Context: an optimization exercise on an open-source flow, tuned for small area and a short achievable clock period. The choices shown serve that exercise and are no tape-out recipe. Function was checked by simulation only, so behaviour that the tests miss may differ from the original. Power is estimated from default activity; no workload was simulated.

### flow/config.mk
export PLATFORM = sky130hd
export DESIGN_NAME = frame_tx_top
export DESIGN_NICKNAME = frame_tx_top
export VERILOG_FILES = /design/flow/design.v
export SDC_FILE = /design/flow/constraint.sdc
export NUM_CORES = 4
export LEC_CHECK = 0
export CAP_MARGIN = 20
export CORE_MARGIN = 2
export CORE_UTILIZATION = 50
export PLACE_DENSITY = 0.7
export SLEW_MARGIN = 20
export SYNTH_HIERARCHICAL = 1
### flow/constraint.sdc
create_clock -name core_clock -period 10.0 [get_ports {clk}]
set_input_delay 2.0000 -clock core_clock [delete_from_list [all_inputs] [get_ports {clk}]]
set_output_delay 2.0000 -clock core_clock [all_outputs]
set_load 0.01 [all_outputs]
### flow/design.v
`timescale 1ns/1ps
`default_nettype none
module frame_sequencer (
	input  logic        clk,
	input  logic        rst_n,
	input  logic        start,
	input  logic        data_out_rd,
	input  logic [10:0] ip_total,
	output logic        ctrl_load,
	output logic        ctrl_busy,
	output logic        ctrl_advance,
	output logic        ctrl_pop,
	output logic [12:0] hdr_sel,
	output logic        pay_phase,
	output logic        sop,
	output logic        eop,
	output logic        data_out_rdy,
	output logic [1:0]  be_out
);
	logic        state;
	logic [8:0]  word_idx;
	logic [10:0] next_last_sum;
	logic        next_is_last;
	logic        tail_only;
	logic        last_r;
	logic        pop_ok;
	assign ctrl_load    = !state && start;
	assign ctrl_busy    = state;
	assign ctrl_advance = state && data_out_rd;
	assign next_last_sum = ip_total + 11'd9;
	assign next_is_last  = (word_idx == next_last_sum[10:2]);
	assign tail_only = (ip_total[1] == ip_total[0]);
	assign ctrl_pop = ctrl_advance && pop_ok;
	always_ff @(posedge clk) begin
		if (ctrl_load) begin
			hdr_sel   <= 13'd1;
			pay_phase <= 1'b0;
			word_idx  <= '0;
		end else if (ctrl_advance) begin
			hdr_sel   <= {hdr_sel[11:0], 1'b0};
			pay_phase <= pay_phase | hdr_sel[12];
			word_idx  <= word_idx + 9'd1;
		end
	end
	always_ff @(posedge clk or negedge rst_n) begin
		if (!rst_n) begin
			state  <= 1'b0;
			last_r <= 1'b0;
			pop_ok <= 1'b0;
		end else if (ctrl_load) begin
			state  <= 1'b1;
			last_r <= 1'b0;
			pop_ok <= 1'b0;
		end else if (ctrl_advance) begin
			state  <= !last_r;
			last_r <= next_is_last;
			pop_ok <= (pay_phase | hdr_sel[12]) && !(next_is_last && tail_only);
		end
	end
	assign sop          = state && hdr_sel[0];
	assign eop          = last_r;
	assign be_out       = last_r ? {~ip_total[1], ip_total[0]} : 2'b00;
	assign data_out_rdy = state;
endmodule
`default_nettype wire
`timescale 1ns/1ps
`default_nettype none
module header_builder (
	input  logic        clk,
	input  logic        ctrl_load,
	input  logic        ctrl_advance,
	input  logic [12:0] hdr_sel,
	input  logic [47:0] mac_dst_addr,
	input  logic [47:0] mac_src_addr,
	input  logic [7:0]  ip_dsf,
	input  logic [15:0] ip_id,
	input  logic [2:0]  ip_flags,
	input  logic [12:0] ip_frag_offset,
	input  logic [7:0]  ip_ttl,
	input  logic [31:0] ip_src_addr,
	input  logic [31:0] ip_dst_addr,
	input  logic [15:0] tcp_src_port,
	input  logic [15:0] tcp_dst_port,
	input  logic [31:0] tcp_seq_num,
	input  logic [31:0] tcp_ack_num,
	input  logic [5:0]  tcp_flags,
	input  logic [15:0] tcp_window,
	input  logic [15:0] payload_len,
	input  logic [15:0] payload_sum,
	input  logic [15:0] carry,
	output logic [10:0] ip_total,
	output logic [15:0] hdr_hi,
	output logic [15:0] hdr_lo
);
	localparam logic [15:0] ETHERTYPE = 16'h0800;
	localparam logic [7:0]  IP_PROTO  = 8'd6;
	localparam logic [15:0] TCP_LEN_ADJ = 16'hFFFF - 16'(20 + 20)
		+ 16'(20) + 16'(8'd6);
	logic [47:0] mac_dst_r;
	logic [47:0] mac_src_r;
	logic [7:0]  ip_dsf_r;
	logic [15:0] ip_id_r;
	logic [2:0]  ip_flags_r;
	logic [12:0] ip_frag_r;
	logic [7:0]  ip_ttl_r;
	logic [31:0] ip_src_r;
	logic [31:0] ip_dst_r;
	logic [10:0] ip_total_r;
	logic [15:0] tcp_sport_r;
	logic [15:0] tcp_dport_r;
	logic [31:0] tcp_seq_r;
	logic [31:0] tcp_ack_r;
	logic [5:0]  tcp_flags_r;
	logic [15:0] tcp_window_r;
	logic [15:0] ip_acc;
	logic [15:0] tcp_acc;
	always_ff @(posedge clk) begin
		if (ctrl_load) begin
			mac_dst_r    <= mac_dst_addr;
			mac_src_r    <= mac_src_addr;
			ip_dsf_r     <= ip_dsf;
			ip_id_r      <= ip_id;
			ip_flags_r   <= ip_flags;
			ip_frag_r    <= ip_frag_offset;
			ip_ttl_r     <= ip_ttl;
			ip_src_r     <= ip_src_addr;
			ip_dst_r     <= ip_dst_addr;
			ip_total_r   <= 11'(payload_len + 16'(20 + 20));
			tcp_sport_r  <= tcp_src_port;
			tcp_dport_r  <= tcp_dst_port;
			tcp_seq_r    <= tcp_seq_num;
			tcp_ack_r    <= tcp_ack_num;
			tcp_flags_r  <= tcp_flags;
			tcp_window_r <= tcp_window;
		end
	end
	assign ip_total = ip_total_r;
	logic [15:0] part_hi, part_lo;
	always_comb begin
		part_hi = ({16{hdr_sel[4]}}  & {5'd0, ip_total_r})
		        | ({16{hdr_sel[5]}}  & {ip_flags_r, ip_frag_r})
		        | ({16{hdr_sel[7]}}  & ip_src_r[15:0])
		        | ({16{hdr_sel[8]}}  & ip_dst_r[15:0])
		        | ({16{hdr_sel[9]}}  & tcp_dport_r)
		        | ({16{hdr_sel[10]}} & tcp_seq_r[15:0])
		        | ({16{hdr_sel[11]}} & tcp_ack_r[15:0]);
		part_lo = ({16{hdr_sel[4]}}  & ip_id_r)
		        | ({16{hdr_sel[5]}}  & {ip_ttl_r, IP_PROTO})
		        | ({16{hdr_sel[6]}}  & ip_src_r[31:16])
		        | ({16{hdr_sel[7]}}  & ip_dst_r[31:16])
		        | ({16{hdr_sel[8]}}  & tcp_sport_r)
		        | ({16{hdr_sel[9]}}  & tcp_seq_r[31:16])
		        | ({16{hdr_sel[10]}} & tcp_ack_r[31:16])
		        | ({16{hdr_sel[11]}} & {4'd5, 6'd0, tcp_flags_r});
		hdr_hi = part_hi
		       | ({16{hdr_sel[0]}}  & mac_dst_r[47:32])
		       | ({16{hdr_sel[1]}}  & mac_dst_r[15:0])
		       | ({16{hdr_sel[2]}}  & mac_src_r[31:16])
		       | ({16{hdr_sel[3]}}  & ETHERTYPE)
		       | ({16{hdr_sel[6]}}  & ~ip_acc)
		       | ({16{hdr_sel[12]}} & tcp_window_r);
		hdr_lo = part_lo
		       | ({16{hdr_sel[0]}}  & mac_dst_r[31:16])
		       | ({16{hdr_sel[1]}}  & mac_src_r[47:32])
		       | ({16{hdr_sel[2]}}  & mac_src_r[15:0])
		       | ({16{hdr_sel[3]}}  & {8'h45, ip_dsf_r})
		       | ({16{hdr_sel[12]}} & ~tcp_acc);
	end
	logic        ip_slot;
	logic        tcp_slot;
	logic [15:0] sum_acc, sum_a, sum_b, sum_r;
	assign ip_slot  = hdr_sel[0] | hdr_sel[1] | hdr_sel[4] | hdr_sel[5];
	assign tcp_slot = hdr_sel[2] | hdr_sel[3] | (|hdr_sel[11:6]);
	assign sum_acc = ip_slot ? ip_acc : tcp_acc;
	assign sum_a = ({16{hdr_sel[0]}} & ip_src_r[31:16])
	             | ({16{hdr_sel[1]}} & ip_dst_r[31:16])
	             | ({16{hdr_sel[2]}} & tcp_window_r)
	             | ({16{hdr_sel[3]}} & {5'd0, ip_total_r})
	             | part_hi;
	assign sum_b = ({16{hdr_sel[0]}} & ip_src_r[15:0])
	             | ({16{hdr_sel[1]}} & ip_dst_r[15:0])
	             | ({16{hdr_sel[2]}} & carry)
	             | ({16{hdr_sel[3]}} & TCP_LEN_ADJ)
	             | part_lo;
	oc_adder3 u_add (
		.x (sum_acc),
		.y (sum_a),
		.z (sum_b),
		.r (sum_r)
	);
	always_ff @(posedge clk) begin
		if (ctrl_load)
			ip_acc <= {8'h45, ip_dsf};
		else if (ctrl_advance && ip_slot)
			ip_acc <= sum_r;
	end
	always_ff @(posedge clk) begin
		if (ctrl_load)
			tcp_acc <= payload_sum;
		else if (ctrl_advance && tcp_slot)
			tcp_acc <= sum_r;
	end
endmodule
`default_nettype wire
`default_nettype none
module oc_adder3 (
	input  logic [15:0] x,
	input  logic [15:0] y,
	input  logic [15:0] z,
	output logic [15:0] r
);
	logic [15:0] s, c, g, p;
	logic [15:0] gg [0:4];
	logic [15:0] pp [0:4];
	assign s = x ^ y ^ z;
	assign c = {(x[14:0] & y[14:0]) | (x[14:0] & z[14:0]) | (y[14:0] & z[14:0]),
	            (x[15] & y[15]) | (x[15] & z[15]) | (y[15] & z[15])};
	assign g = s & c;
	assign p = s ^ c;
	assign gg[0] = g;
	assign pp[0] = p;
	for (genvar lv = 0; lv < 4; lv++) begin : g_lv
		for (genvar i = 0; i < 16; i++) begin : g_bit
			if (i & (1 << lv)) begin : g_node
				localparam int J = ((i >> lv) << lv) - 1;
				assign gg[lv+1][i] = gg[lv][i] | (pp[lv][i] & gg[lv][J]);
				assign pp[lv+1][i] = pp[lv][i] & pp[lv][J];
			end else begin : g_pass
				assign gg[lv+1][i] = gg[lv][i];
				assign pp[lv+1][i] = pp[lv][i];
			end
		end
	end
	assign r[0] = p[0] ^ gg[4][15];
	for (genvar i = 1; i < 16; i++) begin : g_sum
		assign r[i] = p[i] ^ (gg[4][i-1] | (pp[4][i-1] & gg[4][15]));
	end
endmodule
`default_nettype wire
`timescale 1ns/1ps
`default_nettype none
module payload_aligner (
	input  logic        clk,
	input  logic        ctrl_load,
	input  logic        ctrl_pop,
	input  logic        pay_phase,
	input  logic [15:0] tcp_urgent_ptr,
	input  logic [15:0] hdr_hi,
	input  logic [15:0] hdr_lo,
	input  logic [31:0] data_in,
	output logic [15:0] carry,
	output logic [31:0] data_out
);
	always_ff @(posedge clk) begin
		if (ctrl_load)
			carry <= tcp_urgent_ptr;
		else if (ctrl_pop)
			carry <= data_in[15:0];
	end
	assign data_out[31:16] = hdr_hi | (pay_phase ? carry : 16'h0000);
	assign data_out[15:0]  = hdr_lo | (pay_phase ? data_in[31:16] : 16'h0000);
endmodule
`default_nettype wire
`timescale 1ns/1ps
`default_nettype none
module frame_tx_top (
	input  logic        clk,
	input  logic        rst_n,
	input  logic        start,
	input  logic [47:0]   mac_dst_addr,
	input  logic [47:0]   mac_src_addr,
	input  logic [7:0]  ip_dsf,
	input  logic [15:0]       ip_id,
	input  logic [2:0]  ip_flags,
	input  logic [12:0] ip_frag_offset,
	input  logic [7:0]  ip_ttl,
	input  logic [31:0]    ip_src_addr,
	input  logic [31:0]    ip_dst_addr,
	input  logic [15:0]       tcp_src_port,
	input  logic [15:0]       tcp_dst_port,
	input  logic [31:0]    tcp_seq_num,
	input  logic [31:0]    tcp_ack_num,
	input  logic [5:0]  tcp_flags,
	input  logic [15:0]       tcp_window,
	input  logic [15:0]       tcp_urgent_ptr,
	input  logic [15:0]        payload_len,
	input  logic [15:0]       payload_sum,
	output logic [31:0]       data_out,
	output logic [1:0]         be_out,
	output logic        data_out_rdy,
	input  logic        data_out_rd,
	output logic        sop,
	output logic        eop,
	input  logic [31:0]       data_in,
	output logic        data_in_rd,
	output logic        busy
);
	logic        ctrl_load;
	logic        ctrl_advance;
	logic        ctrl_pop;
	logic [12:0] hdr_sel;
	logic        pay_phase;
	logic [10:0] ip_total;
	logic [15:0] hdr_hi;
	logic [15:0] hdr_lo;
	logic [15:0] carry;
	frame_sequencer u_seq (
		.clk          (clk),
		.rst_n        (rst_n),
		.start        (start),
		.data_out_rd  (data_out_rd),
		.ip_total     (ip_total),
		.ctrl_load    (ctrl_load),
		.ctrl_busy    (busy),
		.ctrl_advance (ctrl_advance),
		.ctrl_pop     (ctrl_pop),
		.hdr_sel      (hdr_sel),
		.pay_phase    (pay_phase),
		.sop          (sop),
		.eop          (eop),
		.data_out_rdy (data_out_rdy),
		.be_out       (be_out)
	);
	assign data_in_rd = ctrl_pop;
	header_builder u_hdr (
		.clk            (clk),
		.ctrl_load      (ctrl_load),
		.ctrl_advance   (ctrl_advance),
		.hdr_sel        (hdr_sel),
		.mac_dst_addr   (mac_dst_addr),
		.mac_src_addr   (mac_src_addr),
		.ip_dsf         (ip_dsf),
		.ip_id          (ip_id),
		.ip_flags       (ip_flags),
		.ip_frag_offset (ip_frag_offset),
		.ip_ttl         (ip_ttl),
		.ip_src_addr    (ip_src_addr),
		.ip_dst_addr    (ip_dst_addr),
		.tcp_src_port   (tcp_src_port),
		.tcp_dst_port   (tcp_dst_port),
		.tcp_seq_num    (tcp_seq_num),
		.tcp_ack_num    (tcp_ack_num),
		.tcp_flags      (tcp_flags),
		.tcp_window     (tcp_window),
		.payload_len    (payload_len),
		.payload_sum    (payload_sum),
		.carry          (carry),
		.ip_total       (ip_total),
		.hdr_hi         (hdr_hi),
		.hdr_lo         (hdr_lo)
	);
	payload_aligner u_align (
		.clk            (clk),
		.ctrl_load      (ctrl_load),
		.ctrl_pop       (ctrl_pop),
		.pay_phase      (pay_phase),
		.tcp_urgent_ptr (tcp_urgent_ptr),
		.hdr_hi         (hdr_hi),
		.hdr_lo         (hdr_lo),
		.data_in        (data_in),
		.carry          (carry),
		.data_out       (data_out)
	);
endmodule
`default_nettype wire
### flow/flow/run.sh
#!/bin/bash
# Standard layout (standard.sh), with the port buffers made from the smallest
# buffer cell and larger clock-tree leaf clusters.
set -euo pipefail
export BUFFER_PORTS_ARGS="-buffer_cell sky130_fd_sc_hd__buf_1"
export SETUP_SLACK_MARGIN=5.3
export CTS_ARGS="-sink_clustering_enable -repair_clock_nets -buf_list sky130_fd_sc_hd__clkbuf_16 -sink_clustering_size 25 -sink_clustering_max_diameter 100"
bash standard.sh > standard_flow.log 2>&1
### flow/standard.sh
#!/bin/bash
# synth_recipe.tcl (not shown) runs the flow's synth.tcl, then flattens the netlist and writes it again
# the make line also repeats each setting of config.mk as NAME=value (left out here)
make -C /OpenROAD-flow-scripts/flow DESIGN_CONFIG=/design/flow/config.mk WORK_HOME=/design/flow/orfs CLKGATE_MAP_FILE= SYNTH_SCRIPT=/design/flow/synth_recipe.tcl "${@:-finish}"
==> results of run 1 <==
## kinds of logic (layout without fill, tap and decap cells)
group / after synthesis / count (layout)
AOI/OAI and AO/OA: 347 / 347
xor gates and xnor gates: 34 / 34
adders and majority gates: 36 / 36
buffers and inverters: 116 / 544
DFF: 411 / 411
muxes: 36 / 36
other: 0 / 3
and+or+nand+nor: 257 / 257
## path summary, 6_finish.rpt
path | to | slack, ns | cells past startpoint
max | data_in_rd | 5.33 | 4
max reg2reg | u_hdr.tcp_acc[0] | 5.45 | 14
min | u_hdr.ip_acc[15] | 0.53 | 2
min reg2reg | u_hdr.ip_acc[15] | 0.53 | 2
min in group asynchronous | u_seq.pop_ok | 1.27 | 1
max in group asynchronous | u_seq.state | 8.53 | 1
## layout by cell type (no fill, tap or decap), types with 25 or more instances in the layout
cell / count
and3_1: 25
buf_1: 443
nand2_1: 98
nor2_1: 26
edfxtp_1: 377
a21oi_1: 36
a21o_1: 35
a222oi_1: 53
a22oi_1: 115
nand3_1: 41
inv_1: 55
## repair_timing
item | 4_1_cts | 5_1_grt
hold endpoints to repair | 0 | 0
setup buffers | 3 | 1
endpoints found under the setup margin | 45 | 34
gates cloned | 0 | 0
pin swaps | 5 | 1
resized for setup | 20 | 7
## modules after synthesis, one instance, submodules excluded, a selection
| module | times used | flip-flops and latches |
|---|---|---|
| frame_sequencer | 1 | 26 |
| payload_aligner | 1 | 16 |
| header_builder | 1 | 369 |
| oc_adder3 | 1 | 0 |
## per-layer routing
metal | vias to the layer above | routed length (um)
met5 | - | 51
met4 | 8 | 2910
met3 | 120 | 4730
met2 | 633 | 28100
met1 | 6273 | 20500
li1 | 5753 | -
## state kept, by name, indices dropped and copies added, names as in the netlist, 32 cells and up
name / count
u_hdr.ip_src_r: 32
u_hdr.ip_dst_r: 32
u_hdr.mac_src_r: 48
u_hdr.mac_dst_r: 48
u_hdr.tcp_seq_r: 32
u_hdr.tcp_ack_r: 32
## report_power, final
| group | switching (W) | total (W) | internal [W] |
|---|---|---|---|
| clock network | 0.000533 | 0.000920 | 0.000387 |
| registers | 0.0000788 | 0.00201 | 0.00193 |
| logic | 0.000233 | 0.000416 | 0.000183 |
## Yosys cell counts (5+ instances only)
master	instances
ha_1	19
nand4_1	5
nand2_1	98
a21o_1	35
a221oi_1	14
buf_1	8
mux2_4	9
a211oi_1	5
nand2b_1	13
a22oi_1	115
a222oi_1	53
mux2i_1	5
xnor2_1	18
xor2_1	16
o2111ai_1	15
mux2_2	22
and3_1	30
fa_1	17
nor3_1	10
nand3_1	41
edfxtp_1	377
o21ai_0	22
nor2_1	28
a22o_1	19
buf_2	7
clkbuf_1	53
nor4_1	5
a21oi_1	36
inv_1	41
dfxtp_1	31
## through the flow
stage                     setup WS [ns]  cells
after detailed placement           4.80   2086
after global placement             4.83   2086
after CTS                          5.30   2125
final                              5.33   2129
after global routing               5.24   2127
after floorplan                    5.49   1237
## layout make-up
| class | instances | area share (%) |
|---|---|---|
| timing repair buffer | 467 | 9.10 |
| clock buffer | 21 | 2.55 |
| inverter | 41 | 0.747 |
| tap | 461 | 2.80 |
| sequential | 411 | 58.4 |
| clock inverter | 15 | 0.334 |
| antenna | 3 | 0.0364 |
| multi-input combinational | 710 | 26.0 |
## worst max-delay path, cell delays in order
cell,delay [ns]
buf_1,0.11
nand2_1,0.14
nor2_2,0.23
buf_1,0.19
==> flow_summary_export.csv, run 1 <==
group,metric,value,unit
status,outcome,"finished clean",
layout,multi_input_area,5360,um^2
floorplan,fp.coreArea,35300,um^2
route,viasPerCell,6.01,
placed_design,portBuffers,443,
sta,maxSlewViolCount,0,
setup_path,start_kind,"input pin",
worst_hold_path,hold_path_class,"flip-flop to flip-flop",
global_route,antenna_found_initial,8,
setup_path,critPathLaunch,"data_out_rd",
route,routed_wl,56300,um
yosys,synthMuxAreaShare,2.43,%
route,via_count,12800,
layout,register_area,12000,um^2
global_route,grt.busiest_layer,"met2",
yosys,synth.largest_area_cell,"edfxtp_1",
sta,fmax,0.214,GHz
setup_path,required,8.00,ns
power,total_power,0.00335,W
layout,syn2layout_area_growth,15.7,%
layout,final.fill_count,2863,
yosys,syn_area,17800,um^2
sta,tightest_slew,1.08,ns
yosys,synth-seq-cells,411,
power,cellLeakagePower,7.07,nW
layout,drive_gt1_share,7.21,%
power,power_density,162,nW/um^2
power,peakVddDrop,144,uV
setup_path,arrival,2.67,ns
layout,fin_nets,2097,
placed_design,placed_area,19900,um^2
yosys,yosys.cell_types.count,69,
floorplan,die-area,37100,um^2
setup_path,cp-end-kind,"primary output",
flow_run,maxCapViolations,0,
global_route,track_usage,29.4,%
placed_design,dp_hpwl,40800,um
sta,slew_headroom,27.9,%
route,drt_pre_antenna_iters,9,
clock_network,cts_root_buffer,"clkbuf_16",
clock_network,clockBufferDepth,3,
clock_network,hold_buffers,0,
yosys,synth_seq_area_share,67.5,%
global_route,grt_pass1_wl,78400,um
setup_path,criticalPathCategory,"input pin to primary output",
setup_path,r2r-start,"u_seq.hdr_sel[11]",
route,drcViolationCount,0,
yosys,synth-compound-area-share,15.2,%
floorplan,die_w,193,um
route,drt_iter0_markers,1140,
sta,hold_viol,0,
global_route,overflow,0,
yosys,synth-main-ff-cell,"edfxtp_1",
layout,finalInstanceArea,20600,um^2
sta,period_needed,4.67,ns
route,antenna_left,0,
placed_design,finalWeightedCongestion,0.957,
yosys,syn_nets,1683,
clock_network,tritoncts.num_buffers,20,
clock_network,cts_tree,"done",
sta,timing.hold.ws,0.528,ns
floorplan,ios,449,
yosys,ys_top_cells_by_area,"edfxtp_1, a22oi_1, dfxtp_1",
yosys,synthAdderAreaFrac,3.25,%
global_route,grt_use_met3,5.67,%
sta,skew,0.0245,ns
floorplan,fp-row-count,69,
yosys,syn_avg_cell_area,14.4,um^2
sta,finalSetupViolations,0,
clock_network,htree_levels,1,
setup_path,cp_max_fo,3,
floorplan,dieHeight,193,um
yosys,netlist_instances,1237,
yosys,async_flop_share,0.730,%
yosys,synth-xor-area-share,1.67,%
global_route,grt_pass1_vias,12500,
clock_network,cts.reportedPaths.clkPinSlew,0.10,ns
worst_hold_path,min_from,"u_hdr.ip_acc[15]",
yosys,synth-edff-count,377,
yosys,synth_top_family_by_area,"compound AO/OA/AOI/OAI gates",
floorplan,start_util,50.4,%
yosys,synth_top_area_share,63.6,%
clock_network,worstSkewPairLatency,0.54,ns
global_route,grt_use_met1,34.8,%
sta,finalCritPeriodShare,46.7,%
yosys,ys_warn_count,12,
layout,final_util,58.3,%
clock_network,clock_sinks,411,
global_route,grtUsageMet2,51.5,%
sta,rsz0062_at_grt,"true",
yosys,synth_simple_gate_area_share,7.19,%
route,wire_per_inst,26.5,um
global_route,grt_max_degree,145,
sta,setup_tns,0,ns
==> inputs of run 2 (changes only) <==
==> flow/flow/run.sh (replaced) <==
#!/bin/bash
set -euo pipefail
export BUFFER_PORTS_ARGS="-buffer_cell sky130_fd_sc_hd__buf_1"
export SETUP_SLACK_MARGIN=5.4
export CTS_ARGS="-sink_clustering_enable -repair_clock_nets -buf_list sky130_fd_sc_hd__clkbuf_16 -sink_clustering_size 25 -sink_clustering_max_diameter 100"
bash standard.sh > standard_flow.log 2>&1
==> flow_summary_export.csv, run 2 <==
group,metric,value,unit
status,outcome,"finished clean",
setup_path,arrival,2.57,ns
sta,maxSlewViolCount,0,
floorplan,ios,449,
placed_design,dp_worst_setup_slack,4.80,ns
sta,rsz0062_at_grt,"true",
layout,drive_gt1_share,7.84,%
sta,slew_headroom,26.9,%
route,antenna_left,0,
route,via_count,12800,
setup_path,cp_max_fo,3,
global_route,track_usage,29.4,%
yosys,syn_area,17800,um^2
flow_run,maxCapViolations,0,
yosys,syn_avg_cell_area,14.4,um^2
layout,final_common_cell,"buf_1",
sta,setup_ws,5.43,ns
yosys,netlist_instances,1237,
sta,finalCritPeriodShare,45.7,%
clock_network,cts.reportedPaths.clkPinSlew,0.10,ns
floorplan,fp-row-count,69,
layout,final_cell_mix,"buf_1, edfxtp_1, a22oi_1",
yosys,synth_seq_area_share,67.5,%
clock_network,cts_root_buffer,"clkbuf_16",
placed_design,placed_area,19900,um^2
power,power_density,161,nW/um^2
yosys,async_flop_share,0.730,%
clock_network,cts_tree,"done",
layout,finalInstanceArea,20700,um^2
setup_path,cp-end-kind,"primary output",
worst_hold_path,hold_path_class,"flip-flop to flip-flop",
sta,setup_tns,0,ns
yosys,syn_nets,1683,
route,drcViolationCount,0,
route,viasPerCell,6.01,
sta,skew,0.0240,ns
layout,top_regs,"u_hdr.mac_dst_r: 48 flops, u_hdr.mac_src_r: 48 flops",
floorplan,dieHeight,193,um
clock_network,worstSkewPairLatency,0.55,ns
setup_path,start_kind,"input pin",
clock_network,tritoncts.num_buffers,20,
sta,period_needed,4.57,ns
yosys,synth_top_area_share,63.6,%
floorplan,start_util,50.4,%
power,cellLeakagePower,7.12,nW
floorplan,fp.coreArea,35300,um^2
sta,timing.hold.ws,0.529,ns
setup_path,criticalPathCategory,"input pin to primary output",
floorplan,die_w,193,um
global_route,grt_pass1_wl,78500,um
yosys,yosys.cell_types.count,69,
sta,tightest_slew,1.10,ns
placed_design,finalWeightedCongestion,0.957,
global_route,grt_pass1_vias,12600,
global_route,overflow,0,
layout,fin_nets,2103,
clock_network,hold_buffers,0,
yosys,synth.most_common_cell,"edfxtp_1",
floorplan,die-area,37100,um^2
yosys,synth-edff-count,377,
placed_design,portBuffers,443,
setup_path,required,8.00,ns
global_route,grt_max_degree,145,
yosys,synth.largest_area_cell,"edfxtp_1",
yosys,synth-main-ff-cell,"edfxtp_1",
layout,instances_no_fill,2135,
global_route,antenna_found_initial,8,
power,peakVddDrop,143,uV
route,routed_wl,56400,um
yosys,ys_warn_count,12,
clock_network,htree_levels,1,
route,drt_iter0_markers,1107,
sta,finalSetupViolations,0,
placed_design,placed_cells,2086,
yosys,synth-seq-cells,411,
route,wire_per_inst,26.4,um
clock_network,clockBufferDepth,3,
yosys,synthTopCellsByCount,"edfxtp_1, a22oi_1, nand2_1",
sta,hold_viol,0,
clock_network,clock_sinks,411,
placed_design,dp_hpwl,40800,um
route,drt_pre_antenna_iters,7,
layout,syn2layout_area_growth,16.3,%
sta,fmax,0.219,GHz
yosys,ys_top_cells_by_area,"edfxtp_1, a22oi_1, dfxtp_1",
-- run 2: final cells by class --
cell class                      count  area, um^2
Fill cell                        2855       14600
Sequential cell                   411       12000
Multi-Input combinational cell    710        5400
Timing Repair Buffer              473        1950
Tap cell                          461         577
Clock buffer                       21         526
Inverter                           41         154
Clock inverter                     15        68.8
Antenna cell                        3        7.51
-- run 2: kinds of logic (layout without fill, tap and decap cells) --
| group | count (synthesis) | after routing | share of synthesized area [%] |
|---|---|---|---|
| flip-flops | 411 | 411 | 67.5 |
| XOR/XNOR | 34 | 34 | 1.67 |
| AND/OR/NAND/NOR | 257 | 257 | 7.19 |
| other | 0 | 3 | 0 |
| AO/OA/AOI/OAI | 347 | 347 | 15.2 |
| adder cells (fa/ha/maj) | 36 | 36 | 3.25 |
| buffers and inverters | 116 | 550 | 2.81 |
| multiplexers | 36 | 36 | 2.43 |
-- run 2: worst paths after layout --
path | from | to | slack, ns | cells after the start
setup / recovery | data_out_rd | data_in_rd | 5.43 | 4
hold / removal | u_hdr.ip_acc[15] | u_hdr.ip_acc[15] | 0.53 | 2
setup reg to reg | u_seq.hdr_sel[6] | u_hdr.ip_acc[0] | 5.50 | 15
hold reg to reg | u_hdr.ip_acc[15] | u_hdr.ip_acc[15] | 0.53 | 2
max in group asynchronous | rst_n | u_seq.state | 8.53 | 1
min in group asynchronous | rst_n | u_seq.last_r | 1.27 | 1
-- run 2: stage by stage --
| step | utilization, % | power, W |
|---|---|---|
| floorplan | - | 0.00226 |
| global placement | 56.3 | 0.00244 |
| detailed placement | 56.3 | 0.00245 |
| CTS | 58.4 | 0.00336 |
| global route | 58.7 | 0.00347 |
| finish | 58.7 | 0.00335 |
-- run 2: layer usage --
metal | track usage [%] | share of wire, %
met1 | 34.9 | 36
met3 | 5.73 | 8.7
met5 | 0 | 0.090
met4 | 13.8 | 5.2
met2 | 51.6 | 50
-- run 2: power by group --
part,internal (W),leakage (nW),switching (W)
combinational,0.000186,3.09,0.000233
clock,0.000387,0.340,0.000532
sequential,0.00193,3.69,0.0000788
total,0.00250,7.12,0.000844
-- run 2: critical path, stage by stage --
cell	delay, ns
buf_1	0.12
nand2_2	0.12
nor2_4	0.16
buf_1	0.17
-- run 2: what timing repair did --
| action | 4_1_cts | 5_1_grt |
|---|---|---|
| gates cloned | 0 | 0 |
| endpoints found under the setup margin | 60 | 17 |
| gates resized for setup | 30 | 17 |
| hold endpoints to repair | 0 | 0 |
| buffers inserted | 5 | 5 |
| pin swaps | 9 | 6 |
-- run 2: Yosys stat by module (local to each module, per instance), a selection --
module	flops+latches	cells	cell area (um^2)	copies in the design
frame_sequencer	26	139	1310	1
payload_aligner	16	70	987	1
header_builder	369	883	14300	1
oc_adder3	0	145	1240	1
==> inputs of run 3 (changes only) <==
==> flow/flow/run.sh (replaced) <==
#!/bin/bash
set -euo pipefail
export BUFFER_PORTS_ARGS="-buffer_cell sky130_fd_sc_hd__buf_1"
export SETUP_SLACK_MARGIN=5.3
export CTS_ARGS="-sink_clustering_enable -repair_clock_nets -buf_list sky130_fd_sc_hd__clkbuf_16 -sink_clustering_size 25 -sink_clustering_max_diameter 100"
bash standard.sh > standard_flow.log 2>&1
==> flow_summary_export.csv, run 3 <==
group,metric,value,unit
status,outcome,"finished clean",
floorplan,dieHeight,193,um
global_route,grt_pass1_vias,12500,
yosys,synth_top_area_share,63.6,%
sta,maxSlewViolCount,0,
yosys,synthAdderAreaFrac,3.25,%
yosys,synth-xor-area-share,1.67,%
yosys,netlist_instances,1237,
floorplan,fp-row-count,69,
setup_path,start_kind,"input pin",
placed_design,placed_area,19900,um^2
sta,slew_headroom,27.9,%
layout,final_util,58.3,%
yosys,syn_area,17800,um^2
yosys,synthTopCellsByCount,"edfxtp_1, a22oi_1, nand2_1",
yosys,synth_simple_gate_area_share,7.19,%
setup_path,r2r_end,"u_hdr.tcp_acc[0]",
worst_hold_path,min_to,"u_hdr.ip_acc[15]",
setup_path,cp_max_fo,3,
floorplan,fp.coreArea,35300,um^2
yosys,ys_top_cells_by_area,"edfxtp_1, a22oi_1, dfxtp_1",
route,routed_wl,56300,um
layout,drive_gt1_share,7.21,%
sta,fmax,0.214,GHz
yosys,syn_avg_cell_area,14.4,um^2
yosys,synth-seq-cells,411,
global_route,grt_max_degree,145,
layout,syn2layout_area_growth,15.7,%
route,via_count,12800,
setup_path,path_buf_inv,2,
sta,hold_viol,0,
setup_path,crit_chain,"buf_1 > nand2_1 > nor2_2 > buf_1",
layout,finalInstanceArea,20600,um^2
yosys,synth_seq_area_share,67.5,%
yosys,ys_warn_count,12,
route,met2_wirelength,28100,um
yosys,synth.most_common_cell,"edfxtp_1",
setup_path,critPathTopFamily,"simple AND/OR/NAND/NOR gates",
global_route,antenna_found_initial,8,
global_route,grt_pass1_wl,78400,um
floorplan,die-area,37100,um^2
clock_network,clockBufferDepth,3,
layout,final.fill_count,2863,
setup_path,reg2reg_slack,5.45,ns
layout,final_common_cell,"buf_1",
floorplan,ios,449,
setup_path,cp-end-kind,"primary output",
sta,period_needed,4.67,ns
placed_design,dp_hpwl,40800,um
setup_path,required,8.00,ns
sta,finalCritPeriodShare,46.7,%
clock_network,cts_root_buffer,"clkbuf_16",
route,wire_per_inst,26.5,um
power,power_density,162,nW/um^2
setup_path,arrival,2.67,ns
worst_hold_path,worstHoldPathCells,2,
route,met3_length,4730,um
sta,tightest_slew,1.08,ns
clock_network,tritoncts.num_buffers,20,
yosys,async_flop_share,0.730,%
setup_path,slowest_delay,0.23,ns
route,antenna_left,0,
yosys,yosys.cell_types.count,69,
yosys,synth.largest_area_cell,"edfxtp_1",
setup_path,r2r-start,"u_seq.hdr_sel[11]",
clock_network,cts_tree,"done",
route,drcViolationCount,0,
setup_path,cpMostUsedCell,"buf_1",
worst_hold_path,hold_path_class,"flip-flop to flip-flop",
yosys,synth-compound-area-share,15.2,%
clock_network,worstSkewPairLatency,0.54,ns
sta,skew,0.0245,ns
global_route,overflow,0,
global_route,track_usage,29.4,%
sta,setup_tns,0,ns
layout,top_regs,"u_hdr.mac_dst_r: 48 flops, u_hdr.mac_src_r: 48 flops",
route,top_layer,"met5",
layout,final_cell_mix,"buf_1, edfxtp_1, a22oi_1",
yosys,synthMuxAreaShare,2.43,%
route,met1_length,20500,um
floorplan,start_util,50.4,%
layout,fin_nets,2097,
worst_hold_path,min_from,"u_hdr.ip_acc[15]",
clock_network,clock_sinks,411,
clock_network,cts.reportedPaths.clkPinSlew,0.10,ns
floorplan,die_w,193,um
route,viasPerCell,6.01,
yosys,synth_top_family_by_area,"compound AO/OA/AOI/OAI gates",
setup_path,criticalPathCategory,"input pin to primary output",
power,cellLeakagePower,7.07,nW
route,drt_pre_antenna_iters,9,
power,peakVddDrop,144,uV
yosys,synth-main-ff-cell,"edfxtp_1",
sta,finalSetupViolations,0,
setup_path,cp_slowest_cell,"nor2_2",
clock_network,htree_levels,1,
yosys,syn_nets,1683,
clock_network,hold_buffers,0,
setup_path,reg2reg_depth,14,
sta,rsz0062_at_grt,"true",
route,drt_iter0_markers,1140,
flow_run,maxCapViolations,0,
yosys,synth-edff-count,377,
placed_design,portBuffers,443,
placed_design,finalWeightedCongestion,0.957,
==> run 3: cell types whose count changed in the layout (fill, tap and decap cells not counted), moves of 2 or more <==
cell	before	now
dfxtp_4	4	2
and3_1	23	25
and3_4	3	1
buf_4	22	19
a221oi_4	2	0
a221oi_2	4	6
buf_12	3	1
dfxtp_2	5	7
==> run 3: kinds of logic after synthesis <==
group	after synthesis
flops	411
compound gates	347
simple gates	257
buf+inv	116
mux	36
fa+ha+maj	36
xor+xnor	34
==> run 3: worst min-delay path, cell delays in order, from the launching register on <==
cell and delay (ns):
dfxtp_1 0.35, mux2i_1 0.08, nor2_1 0.08
==> run 3: layout make-up <==
type	count	area (um^2)	area share [%]
sequential	411	12000	58.4
tap	461	577	2.80
timing repair buffer	467	1870	9.10
antenna	3	7.51	0.0364
clock buffer	21	526	2.55
multi-input combinational	710	5360	26.0
inverter	41	154	0.747
clock inverter	15	68.8	0.334
==> run 3: through the flow <==
step	total power (W)	setup slack [ns]	hold WS (ns)	cells
floorplan	0.00226	5.49	0.459	1237
global placement	0.00244	4.83	0.478	2086
detailed placement	0.00245	4.80	0.512	2086
CTS	0.00336	5.30	0.529	2125
global route	0.00346	5.24	0.562	2127
finish	0.00335	5.33	0.528	2129
==> run 3: worst max-delay path by stage <==
stage / endpoint / cells past startpoint / slack, ns / startpoint
global route: data_out[28] / 7 / 5.24 / u_seq.hdr_sel[8]
CTS: data_out[24] / 6 / 5.30 / u_seq.hdr_sel[4]
detailed placement: u_hdr.ip_acc[0] / 14 / 4.80 / u_seq.hdr_sel[9]
floorplan: u_hdr.tcp_acc[0] / 5 / 5.49 / start
finish: data_in_rd / 4 / 5.33 / data_out_rd
global placement: u_hdr.ip_acc[0] / 14 / 4.83 / u_seq.hdr_sel[9]
==> run 3: per-module statistics from Yosys (local to each module, per instance), a selection <==
module / area (um^2) / flops+latches / times used / cells inside
oc_adder3: 1240 / 0 / 1 / 145
header_builder: 14300 / 369 / 1 / 883
payload_aligner: 987 / 16 / 1 / 70
frame_sequencer: 1310 / 26 / 1 / 139
==> run 3: metal layers <==
metal / GRT usage, % / up-vias
li1: - / 5753
met1: 34.8 / 6273
met2: 51.5 / 633
met3: 5.67 / 120
met4: 13.9 / 8
met5: 0 / -
==> run 3: power breakdown <==
group / total, W / switching, W / internal (W)
registers: 0.00201 / 0.0000788 / 0.00193
logic: 0.000416 / 0.000233 / 0.000183
clock network: 0.000920 / 0.000533 / 0.000387
==> run 3: what timing repair did <==
item / 4_1_cts / 5_1_grt
gates resized for setup: 20 / 7
cloned: 0 / 0
setup buffers: 3 / 1
pin swaps: 5 / 1
setup endpoints to repair: 45 / 34
==> inputs of run 4 (changes only) <==
==> flow/flow/run.sh (replaced) <==
#!/bin/bash
set -euo pipefail
export BUFFER_PORTS_ARGS="-buffer_cell sky130_fd_sc_hd__buf_1"
export SETUP_SLACK_MARGIN=5.5
export CTS_ARGS="-sink_clustering_enable -repair_clock_nets -buf_list sky130_fd_sc_hd__clkbuf_16 -sink_clustering_size 25 -sink_clustering_max_diameter 100"
bash standard.sh > standard_flow.log 2>&1
==> flow_summary_export.csv, run 4 <==
group,metric,value,unit
setup_path,arrival,2.47,ns
placed_design,portBuffers,443,
yosys,ys_warn_count,12,
sta,fmax,0.224,GHz
global_route,antenna_found_initial,8,
setup_path,crit_cells,7,
setup_path,required,8.00,ns
power,power_density,162,nW/um^2
route,drt_pre_antenna_iters,8,
route,drt_iter0_markers,1257,
setup_path,path_buf_inv,2,
yosys,synth-edff-count,377,
setup_path,cp-end-kind,"primary output",
yosys,netlist_instances,1237,
sta,maxSlewViolCount,0,
route,antenna_left,0,
global_route,track_usage,29.7,%
power,cellLeakagePower,7.16,nW
clock_network,worstSkewPairLatency,0.55,ns
global_route,grt_pass1_vias,12700,
global_route,grt_max_degree,69,
setup_path,reg2reg_depth,16,
yosys,async_flop_share,0.730,%
power,internal_power,0.00252,W
clock_network,htree_levels,1,
status,outcome,"finished clean",
power,combPwrFrac,12.6,%
layout,syn2layout_area_growth,17.1,%
route,wire_per_inst,26.5,um
route,routed_wl,56800,um
sta,slew_headroom,31.0,%
yosys,syn_area,17800,um^2
floorplan,ios,449,
layout,top_regs,"u_hdr.mac_dst_r: 48 flops, u_hdr.mac_src_r: 48 flops",
worst_hold_path,worstHoldPathCells,2,
layout,final_cell_mix,"buf_1, edfxtp_1, a22oi_1",
yosys,synth-main-ff-cell,"edfxtp_1",
floorplan,die-area,37100,um^2
sta,setup_tns,0,ns
route,via_count,13000,
sta,skew,0.0193,ns
yosys,syn_nets,1683,
route,viasPerCell,6.08,
yosys,synthTopCellsByCount,"edfxtp_1, a22oi_1, nand2_1",
power,p_sw_share,25.2,%
clock_network,clockBufferDepth,3,
yosys,syn_avg_cell_area,14.4,um^2
layout,drive_gt1_share,8.91,%
layout,fin_nets,2105,
power,p_seq_share,59.6,%
setup_path,start_kind,"flip-flop",
floorplan,dieHeight,193,um
sta,setup_ws,5.53,ns
sta,hold_viol,0,
global_route,overflow,0,
placed_design,dp_worst_setup_slack,5.02,ns
setup_path,slowest_delay,0.43,ns
setup_path,cp_max_fo,20,
floorplan,start_util,50.4,%
yosys,synth_seq_area_share,67.5,%
clock_network,tritoncts.num_buffers,20,
floorplan,die_w,193,um
floorplan,fp.coreArea,35300,um^2
setup_path,crit_chain,"buf_6 > a22o_1 > a221oi_2 > and3_2 > o2111ai_1 > a21o_1 > buf_1",
worst_hold_path,hold_path_class,"flip-flop to flip-flop",
sta,rsz0062_at_grt,"true",
yosys,synth_top_area_share,63.6,%
yosys,synth.most_common_cell,"edfxtp_1",
sta,period_needed,4.47,ns
clock_network,cts.reportedPaths.clkPinSlew,0.10,ns
placed_design,dp_hpwl,40900,um
yosys,ys_top_cells_by_area,"edfxtp_1, a22oi_1, dfxtp_1",
clock_network,clock_sinks,411,
clock_network,cts_root_buffer,"clkbuf_16",
placed_design,finalWeightedCongestion,0.897,
setup_path,cp_slowest_cell,"dfxtp_4",
route,drcViolationCount,0,
power,peakVddDrop,142,uV
yosys,synth-seq-cells,411,
power,p_clk_share,27.8,%
setup_path,criticalPathCategory,"flip-flop to primary output",
yosys,synth.largest_area_cell,"edfxtp_1",
clock_network,hold_buffers,0,
setup_path,critPathTopFamily,"compound AO/OA/AOI/OAI gates",
power,switchingPower,0.000849,W
floorplan,fp-row-count,69,
yosys,yosys.cell_types.count,69,
sta,finalCritPeriodShare,44.7,%
flow_run,maxCapViolations,0,
sta,finalSetupViolations,0,
clock_network,cts_tree,"done",
layout,final_common_cell,"buf_1",
global_route,grt_pass1_wl,79500,um
sta,tightest_slew,1.04,ns
-- run 4: metal layers --
| metal | wire (um) | global-route usage (%) |
|---|---|---|
| met1 | 20400 | 35.6 |
| met2 | 28600 | 52.4 |
| met3 | 5150 | 5.20 |
| met4 | 2580 | 12.9 |
| met5 | 9 | 0 |
-- run 4: through the flow --
stage	instances	instance area (um^2)	hold WS [ns]	power (W)	util, %
3_3_place_gp	2085	19900	0.480	0.00244	56.2
2_1_floorplan	1237	17800	0.459	0.00226	-
3_5_place_dp	2085	19900	0.495	0.00245	56.2
6_report	2141	20900	0.517	0.00337	59.1
5_1_grt	2135	20800	0.539	0.00349	59.0
4_1_cts	2128	20700	0.519	0.00337	58.5
-- run 4: cell families after synthesis --
logic type / Yosys count / synth area share, %
adders and majority gates: 36 / 3.25
xor gates and xnor gates: 34 / 1.67
DFF: 411 / 67.5
muxes: 36 / 2.43
and+or+nand+nor: 257 / 7.19
AOI/OAI and AO/OA: 347 / 15.2
buffers and inverters: 116 / 2.81
-- run 4: power groups by stage --
| stage | sequential [W] | clock [W] | combinational (W) |
|---|---|---|---|
| detailed placement | 0.00205 | 0 | 0.000407 |
| CTS | 0.00201 | 0.000949 | 0.000419 |
| finish | 0.00201 | 0.000938 | 0.000423 |
| global route | 0.00201 | 0.00101 | 0.000466 |
| floorplan | 0.00200 | 0 | 0.000265 |
| global placement | 0.00204 | 0 | 0.000397 |
-- run 4: cell type report --
cell class / count / area, um^2
antenna: 7 / 17.5
multi-input combinational: 710 / 5480
fill: 2838 / 14500
timing repair buffer: 475 / 1960
tap: 461 / 577
inverter: 41 / 154
sequential: 411 / 12000
clock inverter: 14 / 60.1
clock buffer: 22 / 551
-- run 4: final timing paths --
check                                  from  slack, ns                to
setup / recovery           u_seq.hdr_sel[6]       5.53       data_out[8]
hold reg to reg            u_hdr.ip_acc[15]       0.52  u_hdr.ip_acc[15]
max in group asynchronous             rst_n       8.54      u_seq.last_r
min in group asynchronous             rst_n       1.27       u_seq.state
hold / removal             u_hdr.ip_acc[15]       0.52  u_hdr.ip_acc[15]
setup reg to reg           u_seq.hdr_sel[0]       5.66  u_hdr.tcp_acc[0]
-- run 4: modules after synthesis (local to each module, per instance), excerpt --
module,copies in the design,flops+latches,cells inside,cell area [um^2]
frame_sequencer,1,26,139,1310
header_builder,1,369,883,14300
oc_adder3,1,0,145,1240
payload_aligner,1,16,70,987
-- run 4: worst min-delay path: cells and delay by family (launching register included) --
| kind | cells | cell delay, ns |
|---|---|---|
| flip-flops | 1 | 0.34 |
| AND/OR/NAND/NOR | 1 | 0.08 |
| multiplexers | 1 | 0.07 |
-- run 4: repair_timing --
| action | in CTS | in global routing |
|---|---|---|
| endpoints found under the hold margin | 0 | 0 |
| setup buffers | 7 | 6 |
| gates resized for setup | 47 | 25 |
| setup endpoints to repair | 60 | 33 |
| pin swaps | 6 | 9 |
==> inputs of run 5 (changes only) <==
==> flow/flow/run.sh (replaced) <==
#!/bin/bash
set -euo pipefail
export BUFFER_PORTS_ARGS="-buffer_cell sky130_fd_sc_hd__buf_1"
export SETUP_SLACK_MARGIN=5.4
export CTS_ARGS="-sink_clustering_enable -repair_clock_nets -buf_list sky130_fd_sc_hd__clkbuf_16 -sink_clustering_size 30 -sink_clustering_max_diameter 120"
bash standard.sh > standard_flow.log 2>&1
==> flow_summary_export.csv, run 5 <==
group,metric,value,unit
yosys,syn_nets,1683,
sta,finalSetupViolations,0,
setup_path,crit_chain,"buf_1 > nand2_2 > nor2_4 > buf_1",
placed_design,placed_area,19900,um^2
yosys,synthTopCellsByCount,"edfxtp_1, a22oi_1, nand2_1",
route,via_count,12800,
placed_design,portBuffers,443,
setup_path,arrival,2.57,ns
floorplan,die-area,37100,um^2
yosys,synth-xor-area-share,1.67,%
setup_path,cp_max_fo,3,
clock_network,cts.reportedPaths.clkPinSlew,0.12,ns
power,peakVddDrop,173,uV
setup_path,slowest_delay,0.17,ns
placed_design,dp_hpwl,40800,um
route,antenna_left,0,
sta,finalCritPeriodShare,45.7,%
floorplan,fp.coreArea,35300,um^2
yosys,synth-compound-area-share,15.2,%
yosys,yosys.cell_types.count,69,
global_route,overflow,0,
layout,top_regs,"u_hdr.mac_dst_r: 48 flops, u_hdr.mac_src_r: 48 flops",
layout,finalInstanceArea,20600,um^2
sta,tightest_slew,1.10,ns
worst_hold_path,min_from,"u_seq.word_idx[7]",
layout,final_util,58.2,%
yosys,ys_top_cells_by_area,"edfxtp_1, a22oi_1, dfxtp_1",
yosys,synth_simple_gate_area_share,7.19,%
flow_run,maxCapViolations,0,
floorplan,fp-row-count,69,
global_route,antenna_found_initial,8,
yosys,ys_warn_count,12,
setup_path,start_kind,"input pin",
setup_path,required,8.00,ns
clock_network,worstSkewPairLatency,0.54,ns
layout,final_cell_mix,"buf_1, edfxtp_1, a22oi_1",
sta,slew_headroom,26.8,%
global_route,track_usage,29.3,%
setup_path,cp_slowest_cell,"buf_1",
layout,register_area,12000,um^2
floorplan,die_w,193,um
global_route,grt_pass1_wl,78200,um
clock_network,cts_root_buffer,"clkbuf_16",
yosys,syn_area,17800,um^2
sta,rsz0062_at_grt,"true",
clock_network,hold_buffers,0,
yosys,synth.most_common_cell,"edfxtp_1",
route,drt_iter0_markers,1078,
sta,fmax,0.219,GHz
sta,period_needed,4.57,ns
layout,drive_gt1_share,7.41,%
sta,setup_tns,0,ns
layout,syn2layout_area_growth,15.4,%
route,routed_wl,56300,um
layout,final.fill_count,2859,
route,drt_pre_antenna_iters,7,
sta,maxSlewViolCount,0,
yosys,synth.largest_area_cell,"edfxtp_1",
yosys,synth-edff-count,377,
route,wire_per_inst,26.5,um
status,outcome,"finished clean",
yosys,synth_seq_area_share,67.5,%
global_route,grt_pass1_vias,12500,
clock_network,htree_levels,1,
sta,skew,0.0207,ns
clock_network,clock_sinks,411,
yosys,async_flop_share,0.730,%
clock_network,cts_tree,"done",
setup_path,critPathLaunch,"data_out_rd",
sta,timing.hold.ws,0.531,ns
layout,multi_input_area,5390,um^2
layout,fin_nets,2097,
placed_design,finalWeightedCongestion,0.957,
setup_path,path_buf_inv,2,
yosys,syn_avg_cell_area,14.4,um^2
setup_path,cpMostUsedCell,"buf_1",
yosys,synthMuxAreaShare,2.43,%
power,power_density,158,nW/um^2
setup_path,r2r-start,"u_seq.hdr_sel[6]",
power,total_power,0.00325,W
yosys,synthAdderAreaFrac,3.25,%
floorplan,start_util,50.4,%
clock_network,tritoncts.num_buffers,17,
setup_path,critPathTopFamily,"buffers and inverters",
setup_path,criticalPathCategory,"input pin to primary output",
yosys,synth-seq-cells,411,
power,cellLeakagePower,7.03,nW
floorplan,ios,449,
route,viasPerCell,6.01,
yosys,netlist_instances,1237,
global_route,grt_max_degree,145,
layout,final_common_cell,"buf_1",
sta,hold_viol,0,
setup_path,cp-end-kind,"primary output",
yosys,synth-main-ff-cell,"edfxtp_1",
yosys,synth_top_family_by_area,"compound AO/OA/AOI/OAI gates",
worst_hold_path,hold_path_class,"flip-flop to flip-flop",
yosys,synth_top_area_share,63.6,%
floorplan,dieHeight,193,um
clock_network,clockBufferDepth,3,
route,drcViolationCount,0,
## run 5: cell types whose count changed in the layout (fill, tap and decap cells not counted), sizes merged
cell,delta
clkbuf,-6
clkinv,+1
diode,-3
inv,-3
buf,-4
## run 5: final cells by class
cell class	instances	share of cell area, %
clock buffers	17	2.07
diodes	4	0.0487
multi-input cells	710	26.2
clock inverters	12	0.244
flip-flops and latches	411	58.6
well taps	461	2.81
repair buffers	470	9.28
inverters	41	0.749
## run 5: final timing paths
path	to	slack (ns)	cells past startpoint
setup reg to reg	u_hdr.ip_acc[0]	5.52	15
min in group asynchronous	u_seq.state	1.28	1
max in group asynchronous	u_seq.last_r	8.52	1
hold reg to reg	u_seq.word_idx[7]	0.53	2
setup / recovery	data_in_rd	5.43	4
hold / removal	u_seq.word_idx[7]	0.53	2
## run 5: where the power goes
part / switching (W) / internal (W) / total [W]
Sequential: 0.0000792 / 0.00193 / 0.00201
Combinational: 0.000232 / 0.000185 / 0.000417
Clock: 0.000509 / 0.000318 / 0.000827
Total: 0.000820 / 0.00243 / 0.00325
## run 5: worst register-to-register path, cell delays in order (launching register included)
cell	delay [ns]
dfxtp_1	0.47
buf_4	0.28
a22o_1	0.24
a221oi_1	0.23
and3_1	0.39
nand2_1	0.12
fa_1	0.47
ha_1	0.38
a21oi_2	0.13
o21ai_4	0.29
a21oi_1	0.10
o31a_1	0.32
fa_1	0.56
inv_1	0.05
nand2b_1	0.15
nand2_1	0.06
## run 5: layer usage
metal / GRT usage [%] / wire [um]
met5: 0 / 37
met4: 14.1 / 2900
met3: 5.42 / 4750
met2: 51.3 / 28000
met1: 34.9 / 20600
## run 5: metrics by stage
step,instances,worst slack (ns)
floorplan,1237,5.49
global placement,2086,4.83
detailed placement,2086,4.80
CTS,2121,5.42
global route,2123,5.39
finish,2126,5.43
## run 5: Yosys stat by module (local to each module, per instance), a selection
| module | cells | cell area [um^2] | flops+latches | times used |
|---|---|---|---|---|
| oc_adder3 | 145 | 1240 | 0 | 1 |
| frame_sequencer | 139 | 1310 | 26 | 1 |
| header_builder | 883 | 14300 | 369 | 1 |
| payload_aligner | 70 | 987 | 16 | 1 |
## run 5: kinds of logic (layout without fill, tap and decap cells)
kind of cell,count (synthesis),count (layout)
buf+inv,116,540
fa+ha+maj,36,36
simple gates,257,257
compound gates,347,347
flops,411,411
other cells,0,4
xor+xnor,34,34
mux,36,36
## run 5: what timing repair did
item	4_1_cts	5_1_grt
gates cloned	0	0
setup endpoints to repair	60	15
resized for setup	30	10
pin swaps	7	2
buffers inserted	6	1
==> inputs of run 6 (changes only) <==
--- a/flow/design.v
+++ b/flow/design.v
@@ -31,5 +31,5 @@
 	assign next_is_last  = (word_idx == next_last_sum[10:2]);
 	assign tail_only = (ip_total[1] == ip_total[0]);
-	assign ctrl_pop = ctrl_advance && pop_ok;
+	assign ctrl_pop = data_out_rd && pop_ok;
 	always_ff @(posedge clk) begin
 		if (ctrl_load) begin
@@ -55,5 +55,5 @@
 			state  <= !last_r;
 			last_r <= next_is_last;
-			pop_ok <= (pay_phase | hdr_sel[12]) && !(next_is_last && tail_only);
+			pop_ok <= !last_r && (pay_phase | hdr_sel[12]) && !(next_is_last && tail_only);
 		end
 	end
==> flow/flow/run.sh (replaced) <==
#!/bin/bash
set -euo pipefail
export BUFFER_PORTS_ARGS="-buffer_cell sky130_fd_sc_hd__buf_1"
export SETUP_SLACK_MARGIN=5.65
export CTS_ARGS="-sink_clustering_enable -repair_clock_nets -buf_list sky130_fd_sc_hd__clkbuf_16 -sink_clustering_size 30 -sink_clustering_max_diameter 120"
bash standard.sh > standard_flow.log 2>&1
==> flow_summary_export.csv, run 6 <==
group,metric,value,unit
route,drt_pre_antenna_iters,11,
status,outcome,"finished clean",
layout,top_regs,"u_hdr.mac_dst_r: 48 flops, u_hdr.mac_src_r: 48 flops",
setup_path,slowest_delay,0.74,ns
layout,syn2layout_area_growth,20.8,%
sta,finalSetupViolations,0,
sta,maxSlewViolCount,0,
setup_path,criticalPathCategory,"flip-flop to primary output",
clock_network,cts_root_buffer,"clkbuf_16",
route,routed_wl,58600,um
power,p_sw_share,25.3,%
yosys,synth-seq-cells,411,
route,drt_iter0_markers,1491,
setup_path,cp_slowest_cell,"a222oi_1",
yosys,synth-compound-area-share,15.1,%
worst_hold_path,hold_path_class,"flip-flop to flip-flop",
placed_design,dp_hpwl,40700,um
placed_design,dp_worst_setup_slack,4.95,ns
setup_path,cp_max_fo,2,
floorplan,start_util,50.4,%
power,internal_power,0.00245,W
global_route,grt_max_degree,167,
yosys,synth-main-ff-cell,"edfxtp_1",
clock_network,cts.reportedPaths.clkPinSlew,0.11,ns
sta,hold_viol,0,
yosys,synthAdderAreaFrac,3.25,%
yosys,netlist_instances,1238,
setup_path,start_kind,"flip-flop",
clock_network,worstSkewPairLatency,0.54,ns
clock_network,cts_tree,"done",
yosys,synth_top_family_by_area,"compound AO/OA/AOI/OAI gates",
setup_path,critPathTopFamily,"compound AO/OA/AOI/OAI gates",
floorplan,fp-row-count,69,
sta,rsz0062_at_grt,"true",
floorplan,ios,449,
yosys,ys_warn_count,12,
yosys,yosys.cell_types.count,68,
route,wire_per_inst,27.1,um
layout,final_common_cell,"buf_1",
power,p_seq_share,61.1,%
sta,period_needed,4.55,ns
clock_network,htree_levels,1,
yosys,synth-xor-area-share,1.77,%
global_route,overflow,0,
yosys,async_flop_share,0.730,%
yosys,synth.most_common_cell,"edfxtp_1",
yosys,syn_area,17800,um^2
placed_design,finalWeightedCongestion,0.919,
power,combPwrFrac,13.6,%
floorplan,die_w,193,um
route,via_count,13200,
global_route,grt_pass1_wl,81800,um
yosys,synth.largest_area_cell,"edfxtp_1",
power,cellLeakagePower,7.48,nW
layout,finalInstanceArea,21500,um^2
layout,fin_nets,2134,
yosys,synth_seq_area_share,67.5,%
power,p_clk_share,25.2,%
floorplan,fp.coreArea,35300,um^2
clock_network,clock_sinks,411,
sta,slew_headroom,34.3,%
yosys,synthMuxAreaShare,2.43,%
clock_network,clockBufferDepth,3,
floorplan,die-area,37100,um^2
yosys,synth_simple_gate_area_share,7.14,%
global_route,grt_pass1_vias,12900,
sta,skew,0.0211,ns
floorplan,dieHeight,193,um
power,peakVddDrop,213,uV
setup_path,arrival,2.55,ns
sta,tightest_slew,0.985,ns
global_route,antenna_found_initial,6,
global_route,track_usage,30.8,%
yosys,syn_nets,1684,
placed_design,placed_area,19900,um^2
clock_network,tritoncts.num_buffers,17,
yosys,synth-edff-count,377,
route,antenna_left,0,
layout,final.fill_count,2758,
layout,drive_gt1_share,14.2,%
power,power_density,153,nW/um^2
route,viasPerCell,6.10,
setup_path,path_buf_inv,2,
sta,finalCritPeriodShare,45.5,%
flow_run,maxCapViolations,0,
yosys,ys_top_cells_by_area,"edfxtp_1, a22oi_1, dfxtp_1",
sta,fmax,0.220,GHz
power,switchingPower,0.000830,W
yosys,synth_top_area_share,63.6,%
setup_path,crit_chain,"buf_12 > a222oi_1 > and3_1 > nand3_1 > a21o_1 > buf_6",
layout,final_cell_mix,"buf_1, edfxtp_1, a22oi_1",
yosys,synthTopCellsByCount,"edfxtp_1, a22oi_1, nand2_1",
route,drcViolationCount,0,
sta,setup_tns,0,ns
setup_path,required,8.00,ns
setup_path,cp-end-kind,"primary output",
yosys,syn_avg_cell_area,14.4,um^2
sta,setup_ws,5.45,ns
placed_design,portBuffers,443,
## run 6: what timing repair did
| action | CTS | global route |
|---|---|---|
| gates cloned | 2 | 0 |
| pin swaps | 19 | 34 |
| resized for setup | 90 | 88 |
| setup buffers | 25 | 23 |
| hold buffers | 0 | 0 |
| setup endpoints to repair | 65 | 59 |
## run 6: cell type report
cell class                      count  area [um^2]  share of cell area [%]
Sequential cell                   411        12100                    56.1
Multi-Input combinational cell    707         5750                    26.7
Timing Repair Buffer              509         2480                    11.5
Tap cell                          461          577                    2.68
Clock buffer                       17          425                    1.98
Inverter                           42          158                   0.733
Clock inverter                     12         51.3                   0.239
Antenna cell                        3         7.51                  0.0349
## run 6: cell families after synthesis
kind of cell	count (synthesis)
adders and majority gates	36
buffers and inverters	120
muxes	36
DFF	411
xor gates and xnor gates	36
and+or+nand+nor	255
AOI/OAI and AO/OA	344
## run 6: worst paths after layout
| check | cells past startpoint | slack [ns] | end | startpoint |
|---|---|---|---|---|
| setup / recovery | 6 | 5.45 | data_out[21] | u_seq.hdr_sel[5] |
| hold / removal | 2 | 0.53 | u_seq.word_idx[7] | u_seq.word_idx[7] |
| setup reg to reg | 16 | 5.74 | u_hdr.tcp_acc[11] | u_seq.hdr_sel[5] |
| hold reg to reg | 2 | 0.53 | u_seq.word_idx[7] | u_seq.word_idx[7] |
| max in group asynchronous | 1 | 8.53 | u_seq.last_r | rst_n |
| min in group asynchronous | 1 | 1.27 | u_seq.state | rst_n |
## run 6: Yosys stat by module (local to each module, per instance), a selection
| module | cells inside | flip-flops and latches | area [um^2] |
|---|---|---|---|
| frame_sequencer | 140 | 26 | 1300 |
| oc_adder3 | 145 | 0 | 1240 |
| header_builder | 883 | 369 | 14300 |
| payload_aligner | 70 | 16 | 987 |
## run 6: per-stage QoR
| stage | utilization [%] | hold WS, ns | instances | total power (W) |
|---|---|---|---|---|
| final | 60.9 | 0.525 | 2162 | 0.00328 |
| after global routing | 60.9 | 0.546 | 2160 | 0.00341 |
| after CTS | 59.4 | 0.530 | 2136 | 0.00326 |
| after detailed placement | 56.3 | 0.505 | 2080 | 0.00245 |
| after global placement | 56.3 | 0.480 | 2080 | 0.00243 |
| after floorplan | - | 0.459 | 1238 | 0.00226 |
## run 6: worst reg2reg max path, delay by kind of cell, from the launching register on
family | cells | cell delay, ns
compound gates | 5 | 1.42
xor+xnor | 1 | 0.13
fa+ha+maj | 2 | 0.81
buf+inv | 4 | 0.53
flops | 1 | 0.38
mux | 1 | 0.27
simple gates | 3 | 0.50
## run 6: power by group through the flow
stage,clock network [W],registers [W],logic [W]
global placement,0,0.00204,0.000390
global route,0.000898,0.00201,0.000494
detailed placement,0,0.00205,0.000399
CTS,0.000839,0.00200,0.000421
finish,0.000828,0.00201,0.000448
floorplan,0,0.00200,0.000266
## run 6: metal layers
metal  wire [um]  share of wire [%]  global-route usage (%)
met5          41              0.070                       0
met4        3390                5.8                    16.1
met3        5920                 10                    6.55
met2       28400                 48                    52.1
met1       20900                 36                    37.1
==> inputs of run 7 (changes only) <==
==> flow/flow/run.sh (replaced) <==
#!/bin/bash
set -euo pipefail
export BUFFER_PORTS_ARGS="-buffer_cell sky130_fd_sc_hd__buf_1"
export SETUP_SLACK_MARGIN=5.5
export CTS_ARGS="-sink_clustering_enable -repair_clock_nets -buf_list sky130_fd_sc_hd__clkbuf_16 -sink_clustering_size 30 -sink_clustering_max_diameter 120"
bash standard.sh > standard_flow.log 2>&1
==> flow_summary_export.csv, run 7 <==
group,metric,value,unit
status,outcome,"finished clean",
sta,maxSlewViolCount,0,
yosys,yosys.cell_types.count,68,
setup_path,reg2reg_depth,16,
layout,fin_nets,2107,
yosys,synth-edff-count,377,
yosys,synthMuxAreaShare,2.43,%
power,power_density,157,nW/um^2
setup_path,r2r-start,"u_seq.hdr_sel[9]",
setup_path,setup.worst_path.end,"data_out[21]",
clock_network,htree_levels,1,
route,antenna_left,0,
clock_network,tritoncts.num_buffers,17,
yosys,syn_nets,1684,
yosys,synth.largest_area_cell,"edfxtp_1",
placed_design,placed_area,19900,um^2
layout,instances_no_fill,2136,
yosys,netlist_instances,1238,
sta,slew_headroom,29.3,%
route,drt_pre_antenna_iters,9,
route,viasPerCell,6.11,
sta,period_needed,4.54,ns
global_route,grt_pass1_wl,79700,um
global_route,track_usage,30.0,%
layout,drive_gt1_share,9.69,%
setup_path,criticalPathCategory,"flip-flop to primary output",
sta,rsz0062_at_grt,"true",
sta,setup_tns,0,ns
global_route,overflow,0,
route,routed_wl,57500,um
yosys,ys_top_cells_by_area,"edfxtp_1, a22oi_1, dfxtp_1",
placed_design,dp_hpwl,40900,um
yosys,synthAdderAreaFrac,3.25,%
placed_design,portBuffers,443,
sta,finalCritPeriodShare,45.4,%
layout,top_regs,"u_hdr.mac_dst_r: 48 flops, u_hdr.mac_src_r: 48 flops",
route,via_count,13000,
yosys,synth_top_family_by_area,"compound AO/OA/AOI/OAI gates",
floorplan,fp.coreArea,35300,um^2
yosys,synth.most_common_cell,"edfxtp_1",
setup_path,arrival,2.54,ns
yosys,synth-seq-cells,411,
setup_path,reg2reg_slack,5.64,ns
layout,final_common_cell,"buf_1",
global_route,grt_pass1_vias,12600,
layout,finalInstanceArea,20900,um^2
setup_path,cp_slowest_cell,"a222oi_1",
yosys,async_flop_share,0.730,%
yosys,synth_simple_gate_area_share,7.14,%
setup_path,slowest_delay,0.72,ns
clock_network,cts_tree,"done",
floorplan,ios,449,
yosys,synth-compound-area-share,15.1,%
sta,finalSetupViolations,0,
clock_network,cts.reportedPaths.clkPinSlew,0.12,ns
clock_network,cts_root_buffer,"clkbuf_16",
floorplan,die-area,37100,um^2
yosys,syn_area,17800,um^2
layout,final_cell_mix,"buf_1, edfxtp_1, a22oi_1",
sta,tightest_slew,1.06,ns
yosys,synth-xor-area-share,1.77,%
setup_path,required,8.00,ns
yosys,synth_top_area_share,63.6,%
route,drcViolationCount,0,
clock_network,worstSkewPairLatency,0.55,ns
global_route,antenna_found_initial,4,
yosys,syn_avg_cell_area,14.4,um^2
route,drt_iter0_markers,1422,
placed_design,placed_cells,2083,
clock_network,clockBufferDepth,3,
yosys,synthTopCellsByCount,"edfxtp_1, a22oi_1, nand2_1",
sta,fmax,0.220,GHz
setup_path,cp-end-kind,"primary output",
floorplan,fp-row-count,69,
floorplan,die_w,193,um
worst_hold_path,hold_path_class,"flip-flop to flip-flop",
layout,syn2layout_area_growth,17.4,%
sta,hold_viol,0,
setup_path,start_kind,"flip-flop",
placed_design,finalWeightedCongestion,0.904,
floorplan,start_util,50.4,%
yosys,synth_seq_area_share,67.5,%
setup_path,crit_chain,"buf_12 > a222oi_1 > and3_4 > nand3_2 > a21o_1 > buf_2",
clock_network,clock_sinks,411,
route,wire_per_inst,26.9,um
power,cellLeakagePower,7.19,nW
power,peakVddDrop,158,uV
yosys,ys_warn_count,12,
layout,final.fill_count,2809,
floorplan,dieHeight,193,um
sta,skew,0.0283,ns
setup_path,r2r_end,"u_hdr.tcp_acc[12]",
clock_network,hold_buffers,0,
global_route,grt_max_degree,161,
yosys,synth-main-ff-cell,"edfxtp_1",
setup_path,cp_max_fo,6,
setup_path,critPathLaunch,"u_seq.hdr_sel[5]",
flow_run,maxCapViolations,0,
==> run 7: cell count changes in the layout (fill, tap and decap cells not counted), moves of 5 or more <==
cell	previous run	this run
buf_12	12	3
clkbuf_2	12	0
buf_4	35	24
a21oi_1	33	38
o2111ai_1	9	14
and3_4	14	7
buf_6	18	7
buf_1	424	441
and3_1	6	16
==> run 7: worst max-delay path: cells and delay by family, from the launching register on <==
family | cells | cell delay (ns)
simple gates | 2 | 0.43
flops | 1 | 0.37
buf+inv | 2 | 0.27
compound gates | 2 | 0.91
==> run 7: per-module statistics from Yosys (local to each module, per instance), excerpt <==
module | cell area [um^2] | flip-flops and latches | copies in the design
payload_aligner | 987 | 16 | 1
header_builder | 14300 | 369 | 1
oc_adder3 | 1240 | 0 | 1
frame_sequencer | 1300 | 26 | 1
==> run 7: through the flow <==
step / utilization, % / total power (W) / hold WS, ns / setup WS (ns)
2_1_floorplan: - / 0.00226 / 0.459 / 5.50
3_3_place_gp: 56.2 / 0.00244 / 0.480 / 5.00
3_5_place_dp: 56.2 / 0.00245 / 0.501 / 4.91
4_1_cts: 58.5 / 0.00329 / 0.529 / 5.44
5_1_grt: 59.1 / 0.00340 / 0.559 / 5.38
6_report: 59.2 / 0.00328 / 0.525 / 5.46
==> run 7: cells by family after synthesis <==
family | after synthesis
AOI/OAI and AO/OA | 344
muxes | 36
adders and majority gates | 36
DFF | 411
buffers and inverters | 120
xor gates and xnor gates | 36
and+or+nand+nor | 255
==> run 7: how the worst min path moves through the flow <==
stage | cells after the start | start | end
floorplan | 1 | u_seq.hdr_sel[5] | u_seq.hdr_sel[5]
global placement | 2 | u_hdr.ip_acc[15] | u_hdr.ip_acc[15]
detailed placement | 2 | u_hdr.ip_acc[15] | u_hdr.ip_acc[15]
CTS | 2 | u_hdr.ip_acc[15] | u_hdr.ip_acc[15]
global route | 2 | u_hdr.ip_acc[15] | u_hdr.ip_acc[15]
finish | 2 | u_hdr.ip_acc[15] | u_hdr.ip_acc[15]
==> run 7: cell type report <==
cell class / instances / area (um^2) / area share, %
flip-flops and latches: 411 / 12000 / 57.7
multi-input cells: 707 / 5510 / 26.4
repair buffers: 482 / 2090 / 10.0
well taps: 461 / 577 / 2.76
clock buffers: 18 / 450 / 2.16
inverters: 42 / 158 / 0.755
clock inverters: 12 / 53.8 / 0.258
diodes: 3 / 7.51 / 0.0359
==> run 7: power by group <==
part | internal (W) | switching [W] | total, W
registers | 0.00193 | 0.0000784 | 0.00201
logic | 0.000185 | 0.000233 | 0.000417
clock network | 0.000335 | 0.000521 | 0.000856
total | 0.00245 | 0.000833 | 0.00328
==> run 7: timing repair <==
| action | in CTS | in global routing |
|---|---|---|
| pin swaps | 5 | 10 |
| gates resized for setup | 46 | 35 |
| setup buffers | 8 | 10 |
| gates cloned | 2 | 0 |
| setup endpoints to repair | 59 | 39 |
==> run 7: metal layers <==
metal  GRT usage [%]  vias up  wire length, um
met3            5.86      132             5420
li1                -     5779                -
met5               0        -               10
met2            52.6      798            28800
met1            35.6     6336            20500
met4            13.6        2             2820

Check on run 7: ideal ports give 5.460 ns setup slack; a clkbuf_16 on the clock port and buf_2 on the inputs give 5.407 ns; moving port delays by the midpoint clock arrival (0.594 ns) as well gives 5.534 ns.
